Background: an optimization exercise with open tools, aiming at small area, a short achievable clock period and few clock cycles per item. Do not read the settings as production practice.

==> inputs of 09-23 <==
==> flow/design.v <==
module mem_write_buffer #(
  parameter int DEPTH       = 4,
  parameter int ADDR_WIDTH  = 32,
  parameter int BLOCK_BITS  = 128,
  parameter int OFFSET_BITS = 4
) (
  input  logic                    clk,
  input  logic                    rst,
  input  logic                    mem_req,
  input  logic                    mem_rw,
  input  logic [ADDR_WIDTH-1:0]   mem_addr,
  input  logic [BLOCK_BITS-1:0]   mem_wdata,
  output logic                    mem_ready,
  output logic                    mem_resp,
  output logic [BLOCK_BITS-1:0]   mem_rdata,
  output logic                    mm_req,
  output logic                    mm_rw,
  output logic [ADDR_WIDTH-1:0]   mm_addr,
  output logic [BLOCK_BITS-1:0]   mm_wdata,
  input  logic                    mm_ready,
  input  logic                    mm_resp,
  input  logic [BLOCK_BITS-1:0]   mm_rdata,
  output logic [$clog2(DEPTH):0]  wb_count
);
  localparam int TW = ADDR_WIDTH - OFFSET_BITS;
  logic [TW-1:0]         tag;      
  logic [BLOCK_BITS-1:0] data;     
  logic                  pend;     
  logic [1:0]            nrd;      
  logic                  rfl;      
  logic                  wfl;      
  logic                  cap_rd;   
  logic                  dfree;    
  logic                  wbc;
  logic accept, take, fill;
  logic pend_n, rfl_n, wfl_n, mm_rw_n, cap_rd_n;
  logic [1:0] nrd_n;
  assign accept = mem_req && mem_ready;
  assign take   = mm_req && mm_ready;
  assign fill   = rfl && mm_resp;
  assign mm_addr   = {tag, {OFFSET_BITS{1'b0}}};
  assign mm_wdata  = data;
  assign mem_rdata = data;
  assign wb_count  = {{$clog2(DEPTH){1'b0}}, wbc};
  always_comb begin
    pend_n   = accept || (pend && !take);
    rfl_n    = (take && !mm_rw) || (rfl && !mm_resp);
    wfl_n    = (take && mm_rw) || (wfl && !mm_resp);
    mm_rw_n  = pend ? mm_rw : mem_rw;
    nrd_n    = nrd + {1'b0, accept && !mem_rw} - {1'b0, fill};
    cap_rd_n = mem_req && !mem_rw && !pend && !accept;
  end
  always_ff @(posedge clk) begin
    if (!pend) begin
      tag   <= mem_addr[ADDR_WIDTH-1:OFFSET_BITS];
      mm_rw <= mem_rw;
    end
    if (dfree || rfl)
      data <= dfree ? mem_wdata : mm_rdata;
  end
  always_ff @(posedge clk or negedge rst) begin
    if (!rst) begin
      pend      <= 1'b0;
      nrd       <= '0;
      rfl       <= 1'b0;
      wfl       <= 1'b0;
      cap_rd    <= 1'b0;
      dfree     <= 1'b0;
      wbc       <= 1'b0;
      mm_req    <= 1'b0;
      mem_ready <= 1'b0;
      mem_resp  <= 1'b0;
    end else begin
      pend      <= pend_n;
      nrd       <= nrd_n;
      rfl       <= rfl_n;
      wfl       <= wfl_n;
      cap_rd    <= cap_rd_n;
      dfree     <= !pend_n && nrd_n == 2'd0;
      wbc       <= pend_n && mm_rw_n;
      mm_req    <= pend_n && !rfl_n && !wfl_n;
      mem_ready <= !pend_n && (nrd_n == 2'd0 || (nrd_n == 2'd1 && cap_rd_n));
      mem_resp  <= (accept && mem_rw) || fill;
    end
  end
endmodule
==> flow/flow/run.sh <==
#!/bin/bash
# The standard layout, with the smallest buffer on every input and output port
# and the pins one routing track apart.
set -euo pipefail
bash standard.sh finish "BUFFER_PORTS_ARGS=-buffer_cell sky130_fd_sc_hd__buf_1" "PLACE_PINS_ARGS=-min_distance 1 -min_distance_in_tracks" > flow_make.log 2>&1
==> flow/standard.sh <==
#!/bin/bash
# synth_recipe.tcl (not shown) runs the flow's synth.tcl, then flattens the netlist and writes it again
# the make line also repeats each setting of config.mk as NAME=value (left out here)
make -C /OpenROAD-flow-scripts/flow DESIGN_CONFIG=/design/flow/config.mk WORK_HOME=/design/flow/orfs CLKGATE_MAP_FILE= SYNTH_SCRIPT=/design/flow/synth_recipe.tcl "${@:-finish}"
==> flow/config.mk <==
export PLATFORM = sky130hd
export DESIGN_NAME = mem_write_buffer
export DESIGN_NICKNAME = mem_write_buffer
export VERILOG_FILES = /design/flow/design.v
export SDC_FILE = /design/flow/constraint.sdc
export NUM_CORES = 4
export LEC_CHECK = 0
export ABC_AREA = 1
export CAP_MARGIN = 20
export CORE_AREA = 5 5 145 145
export DIE_AREA = 0 0 150 150
export SETUP_SLACK_MARGIN = 4
export SLEW_MARGIN = 20
==> flow/constraint.sdc <==
create_clock -name core_clock -period 6.0 [get_ports {clk}]
set_input_delay 1.2000 -clock core_clock [delete_from_list [all_inputs] [get_ports {clk}]]
set_output_delay 1.2000 -clock core_clock [all_outputs]
set_load 0.01 [all_outputs]
==> 06-11 (differences from 09-23) <==
==> flow/flow/run.sh (replaced) <==
#!/bin/bash
# The standard layout, with the smallest buffer on every input and output port.
set -euo pipefail
bash standard.sh finish "BUFFER_PORTS_ARGS=-buffer_cell sky130_fd_sc_hd__buf_1" > flow_make.log 2>&1
CORE_AREA = 5 5 205 205   (was 5 5 145 145)
CTS_BUF_LIST = sky130_fd_sc_hd__clkbuf_8   (was unset)
DIE_AREA = 0 0 210 210   (was 0 0 150 150)
==> metrics.yaml <==
finalClockSkew_ns: 0.0174
seq-power_w: 0.00217
status: "finished clean"
r2r.worst_path.cells: 2
resized_gates_after_cts: 27
-- figures above: 09-23

==> metrics.yaml <==
post_synth_inst_count: 755
timing.setup.tns_ns: 0
resized_gates_after_cts: 86
r2r.worst_path.cells: 4
status: "finished clean"
seq-power_w: 0.00219
global_route.usage.total_pct: 11.7
-- figures above: 06-11

Function was not checked in any run of this note: the RTL went through the layout flow alone.

## re-timing with driven ports
No port has a modelled driver above. Below, the same layouts with a new extraction and two added sets of constraints.
Step 1 sets driving cells, clkbuf_16 on the clock port and buf_2 on the other inputs (assumed; they add their load-dependent delay and slew).
Step 2, shift: input delay + t, output delay - t, t = (earliest + latest rising clock arrival at the registers) / 2. This alone moves slack from input paths to output paths.
Slacks: no drivers / after step 1 / after step 2; pairs: no drivers / after step 1.
run	t (ns)	setup slack, ns	worst setup path after step 2	cell pins on the clock port's net
09-23	0.453	3.772 / 3.731 / 3.579	input to register	1
06-11	0.561	3.529 / 3.487 / 3.530	input to register	1
After both steps setup and hold are still met in every run listed. The setup slack of 09-23, which loses most, moves by -0.041 ns with the drivers and by -0.193 ns with both steps.
